What follows belongs to an exercise in optimizing a design on an open flow for small area, a short achievable clock period and few clock cycles per item; a production flow would make more cautious choices.
Function was checked by simulation only, so behaviour that the tests miss may differ from the original.

## flow/design.v

```verilog
module julia_render #(
    parameter int H_PIXELS = 64,
    parameter int V_PIXELS = 48,
    parameter int MAX_ITER = 255,
    parameter int FRAC     = 14
) (
    input  logic               clock,
    input  logic               reset,
    input  logic               valid,
    input  logic signed [17:0] c_real,
    input  logic signed [17:0] c_comp,
    input  logic signed [17:0] x,
    input  logic signed [17:0] y,
    input  logic signed [17:0] scale,
    output logic [18:0]        wr_addr,
    output logic [7:0]         wr_data,
    output logic               wr_en,
    input  logic               wr_ready,
    output logic               busy,
    output logic               done
);
    localparam int CW = (H_PIXELS > 1) ? $clog2(H_PIXELS) : 1;
    localparam int RW = (V_PIXELS > 1) ? $clog2(V_PIXELS) : 1;
    localparam logic [CW-1:0] COL_LAST = CW'(H_PIXELS - 1);
    localparam logic [RW-1:0] ROW_LAST = RW'(V_PIXELS - 1);
    localparam logic [7:0]    ITER_CAP = 8'(MAX_ITER);
    localparam logic signed [36:0] ESC_LIMIT = 37'sd1 <<< (2 * FRAC + 2);
    typedef enum logic [2:0] {S_IDLE, S_INIT, S_ITER, S_WRITE, S_NEXT, S_DONE} state_t;
    function automatic logic signed [17:0] fx_trunc(input logic signed [36:0] v);
        fx_trunc = 18'(v >>> FRAC);
    endfunction
    state_t             state_q, state_d;
    logic               valid_d_q;
    logic signed [17:0] c_real_q, c_real_d, c_comp_q, c_comp_d;
    logic signed [17:0] x_q, x_d, scale_q, scale_d;
    logic signed [17:0] zr0_q, zr0_d, zi0_q, zi0_d;
    logic signed [17:0] zr_q, zr_d, zi_q, zi_d;
    logic [CW-1:0]      col_q, col_d;
    logic [RW-1:0]      row_q, row_d;
    logic [18:0]        addr_q, addr_d;
    logic [7:0]         iter_q, iter_d, count_q, count_d;
    logic               busy_q, busy_d, done_q, done_d;
    logic signed [35:0] zr_sq, zi_sq, zri;
    logic signed [36:0] mag, diff, twice;
    logic               escape, start;
    assign zr_sq  = zr_q * zr_q;
    assign zi_sq  = zi_q * zi_q;
    assign zri    = zr_q * zi_q;
    assign mag    = $signed({zr_sq[35], zr_sq}) + $signed({zi_sq[35], zi_sq});
    assign diff   = $signed({zr_sq[35], zr_sq}) - $signed({zi_sq[35], zi_sq});
    assign twice  = $signed({zri, 1'b0});
    assign escape = mag > ESC_LIMIT;
    assign start  = valid & ~valid_d_q;
    always_comb begin
        state_d  = state_q;
        c_real_d = c_real_q;
        c_comp_d = c_comp_q;
        x_d      = x_q;
        scale_d  = scale_q;
        zr0_d    = zr0_q;
        zi0_d    = zi0_q;
        zr_d     = zr_q;
        zi_d     = zi_q;
        col_d    = col_q;
        row_d    = row_q;
        addr_d   = addr_q;
        iter_d   = iter_q;
        count_d  = count_q;
        busy_d   = busy_q;
        done_d   = done_q;
        case (state_q)
            S_IDLE, S_DONE: begin
                if (start) begin
                    c_real_d = c_real;
                    c_comp_d = c_comp;
                    x_d      = x;
                    scale_d  = scale;
                    zr0_d    = x;
                    zi0_d    = y;
                    col_d    = '0;
                    row_d    = '0;
                    addr_d   = '0;
                    busy_d   = 1'b1;
                    done_d   = 1'b0;
                    state_d  = S_INIT;
                end
            end
            S_INIT: begin
                zr_d    = zr0_q;
                zi_d    = zi0_q;
                iter_d  = '0;
                state_d = S_ITER;
            end
            S_ITER: begin
                if (escape || iter_q == ITER_CAP) begin
                    count_d = iter_q;
                    state_d = S_WRITE;
                end else begin
                    zr_d   = fx_trunc(diff) + c_real_q;
                    zi_d   = fx_trunc(twice) + c_comp_q;
                    iter_d = iter_q + 8'd1;
                end
            end
            S_WRITE: begin
                if (wr_ready) state_d = S_NEXT;
            end
            S_NEXT: begin
                if (col_q == COL_LAST && row_q == ROW_LAST) begin
                    busy_d  = 1'b0;
                    done_d  = 1'b1;
                    state_d = S_DONE;
                end else if (col_q == COL_LAST) begin
                    col_d   = '0;
                    row_d   = row_q + 1'b1;
                    zr0_d   = x_q;
                    zi0_d   = zi0_q + scale_q;
                    addr_d  = addr_q + 19'd1;
                    state_d = S_INIT;
                end else begin
                    col_d   = col_q + 1'b1;
                    zr0_d   = zr0_q + scale_q;
                    addr_d  = addr_q + 19'd1;
                    state_d = S_INIT;
                end
            end
            default: state_d = S_IDLE;
        endcase
    end
    always_ff @(posedge clock or negedge reset) begin
        if (!reset) begin
            state_q   <= S_IDLE;
            valid_d_q <= 1'b0;
            c_real_q  <= '0;
            c_comp_q  <= '0;
            x_q       <= '0;
            scale_q   <= '0;
            zr0_q     <= '0;
            zi0_q     <= '0;
            zr_q      <= '0;
            zi_q      <= '0;
            col_q     <= '0;
            row_q     <= '0;
            addr_q    <= '0;
            iter_q    <= '0;
            count_q   <= '0;
            busy_q    <= 1'b0;
            done_q    <= 1'b0;
        end else begin
            state_q   <= state_d;
            valid_d_q <= valid;
            c_real_q  <= c_real_d;
            c_comp_q  <= c_comp_d;
            x_q       <= x_d;
            scale_q   <= scale_d;
            zr0_q     <= zr0_d;
            zi0_q     <= zi0_d;
            zr_q      <= zr_d;
            zi_q      <= zi_d;
            col_q     <= col_d;
            row_q     <= row_d;
            addr_q    <= addr_d;
            iter_q    <= iter_d;
            count_q   <= count_d;
            busy_q    <= busy_d;
            done_q    <= done_d;
        end
    end
    assign wr_en   = (state_q == S_WRITE);
    assign wr_addr = addr_q;
    assign wr_data = count_q;
    assign busy    = busy_q;
    assign done    = done_q;
endmodule
```

## flow/run.sh

```bash
#!/bin/bash
# synth_recipe.tcl (not shown) runs the flow's synth.tcl, then flattens the netlist and writes it again
# the make line also repeats each setting of config.mk as NAME=value (left out here)
make -C /OpenROAD-flow-scripts/flow DESIGN_CONFIG=/design/flow/config.mk WORK_HOME=/design/flow/orfs CLKGATE_MAP_FILE= SYNTH_SCRIPT=/design/flow/synth_recipe.tcl finish
```

## flow/config.mk

```make
export PLATFORM = sky130hd
export DESIGN_NAME = julia_render
export DESIGN_NICKNAME = julia_render
export VERILOG_FILES = /design/flow/design.v
export SDC_FILE = /design/flow/constraint.sdc
export NUM_CORES = 4
export LEC_CHECK = 0
export CAP_MARGIN = 20
export CORE_MARGIN = 2
export CORE_UTILIZATION = 40
export SLEW_MARGIN = 20
```

## flow/constraint.sdc

```tcl
create_clock -name core_clock -period 12.0 [get_ports {clock}]
set_input_delay 2.4000 -clock core_clock [delete_from_list [all_inputs] [get_ports {clock}]]
set_output_delay 2.4000 -clock core_clock [all_outputs]
set_load 0.01 [all_outputs]
```

==> results.txt <==
ranking of synthesized cells by area=fa_1, ha_1, dfrtp_1, inv_1, nand2_1; CTS Buffer Depth=2; area leader, netlist=fa_1; drt wl/cell=18.1 um; most frequent cells in the layout=inv_1, fa_1, nand2_1, ha_1, nor2_1; Die Ht=345 um; Arrival @ worst endpoint=11.41 ns; number of synthesis warnings=1; ANT nets after route=0; Post-CTS Setup Inserts=0; ANT cells=0; Netlist cell types=79; Residual DRC=0; max FFs per register=19; die area=119000 sq um; CTS Buf Count=17; Avg Vias per Cell=5.12; Peak Freq=0.0908 GHz; # H-tree levels=4; setup violators final=0; TritonCTS clock tree=built; highest cell delay on the worst timing path=0.74 ns; Hold WS=0.488 ns; Post-CTS Resized=0; initial DRC count=2256; Worst path slowest cell=dfrtp_1; Final Net Count=6693; Biggest register=addr_q; Synth Net Count=6676; share of the synthesized area in the top cell type=38.0%; Max Cap Viol=0; sequential cell area fraction in the yosys report=10.6%; Root Buffer=clkbuf_16; top layer reached by signal wires=met4; Syn Area/Cell=8.82 sq um; I/O Buffers=123; Clk pin slew, worst setup/hold paths=0.09 ns; CP Class=flop to flop; die width=345 um; Total GRT Usage=21.8%; Tightest Pin Transition=1.13 ns; total gr overflow=0; vias in the first global route=36500; status=no timing/DRC/antenna violations; Worst path most repeated cell=fa_1; ys flop type=dfrtp_1; share of layout cells above drive strength 1=3.38%; CTS Hold Bufs=0; Max FO, Critical Path=38; first-pass GRT wire length=201000 um; final setup TNS=0 ns; EDFF count, synth=0; Async SR Flop Fraction=100%; Slew Viols, Final=0; Vias=34900; final hold vios=0; Skew-Pair Late Insertion Delay=0.52 ns; CP Launch Type=flop; placer congestion estimate=0.904; total wire length=124000 um; clock skew=0.0195 ns; CORE AREA=116000 sq um; pin count of the biggest net entering global routing=70; CTS sink count=197; Syn Inst Count=5270; Slew headroom=23.6%; fin crit period=11.02 ns; most common cell after layout, fill and taps aside=inv_1; RSZ-0062 raised after global routing=false; Final period util=91.8%; #FFs+latches synth=197; WL met1=53500 um; Rows=125; 1st-pass router iterations=6; Initial Util=40.2%; DR WL met3=7370 um; Ports=124; routed wl met2=59400 um; HP Class=flop to flop; cell area after synthesis=46500 sq um; CP required=12.39 ns; post-DP HPWL=103000 um; Synth-to-Final Area Change=7.85%; CP Capture Type=flop; initial antenna violation count=1
cells by family (layout without fill, tap and decap cells):
logic type,Yosys count,in the layout,synth area share (%)
simple gates,1507,1507,14.6
buf+inv,1375,1405,11.2
fa+ha+maj,1312,1312,49.6
compound gates,587,587,8.20
xor+xnor,231,231,4.35
flops,197,197,10.6
mux,61,61,1.40
per-stage QoR:
stage | setup slack (ns) | cell area [sq um] | std cells | util, %
3_3_place_gp | 1.35 | 49500 | 6792 | 42.7
5_1_grt | 0.366 | 50100 | 6824 | 43.3
6_report | 0.982 | 50100 | 6824 | 43.3
4_1_cts | 1.19 | 50100 | 6824 | 43.3
2_1_floorplan | 2.43 | 46500 | 5270 | -
3_5_place_dp | 1.22 | 49500 | 6792 | 42.7
worst max-delay path: cells and delay by family, from the launching register on:
kind,cells,cell delay (ns)
XOR/XNOR,1,0.11
flip-flops,1,0.74
adder cells (fa/ha/maj),8,3.82
multiplexers,1,0.38
AND/OR/NAND/NOR,6,1.47
buffers and inverters,6,0.89
AO/OA/AOI/OAI,13,3.44
final timing paths:
| path | startpoint | to | slack, ns | cells after the start |
|---|---|---|---|---|
| max in group asynchronous | reset | c_real_q[11] | 7.93 | 3 |
| worst min register to register | x_q[9] | x_q[9] | 0.49 | 2 |
| worst min-delay path | x_q[9] | x_q[9] | 0.49 | 2 |
| min in group asynchronous | reset | c_comp_q[13] | 1.82 | 1 |
| worst max register to register | zr_q[1] | zi_q[10] | 0.98 | 35 |
| worst max-delay path | zr_q[1] | zi_q[10] | 0.98 | 35 |
Yosys cell counts, types with 60 or more instances:
cell type     n
clkbuf_1    185
nand2_1     741
o21ai_0     132
nor2_1      285
a21o_1       60
fa_1        883
ha_1        429
dfrtp_1     197
a21oi_1     153
and2_1      180
xnor2_1     150
inv_1      1157
nor3_1       61
xor2_1       81
routing by layer:
layer	vias up	GRT usage, %
met4	0	6.06
met2	1005	36.1
met3	136	2.76
met1	17600	30.0
met5	-	0
li1	16200	-
final cells by class:
class                      instances  area [sq um]
multi-input combinational       3698         36400
clock buffer                      17           425
tap                             1524          1910
sequential                       197          4930
clock inverter                    15           235
timing repair buffer             206          1880
fill                           11400         65600
inverter                        1167          4380
Testbench counts, summed over its fixed seeds: cycles 2,605,998, pixels 98,304.

[separate check: timing with driven ports]
How much do the figures lean on ideal ports? The routed layout below was timed once more, with nothing changed but the port constraints.
Step 1: set_driving_cell puts a clkbuf_16 on clock and a buf_2 on each other input, an assumption about the parent block.
Step 2 also shifts input and output timing later by t, the mid clock arrival at the registers, as if the neighbouring blocks saw the same clock.
Three values: no drivers, after step 1, after step 2; two values: the first two.
shift t [ns]: 0.571
setup slack, ns: 0.982 / 0.982 / 0.982
hold WS [ns]: 0.488 / 0.488 / 0.488
worst setup path after step 2: register to register
worst data-port slew with drivers (ns): 0.07
After both steps this run still meets setup and hold. The setup slack of this run moves by 0.000 ns with the drivers and by 0.000 ns with both steps.
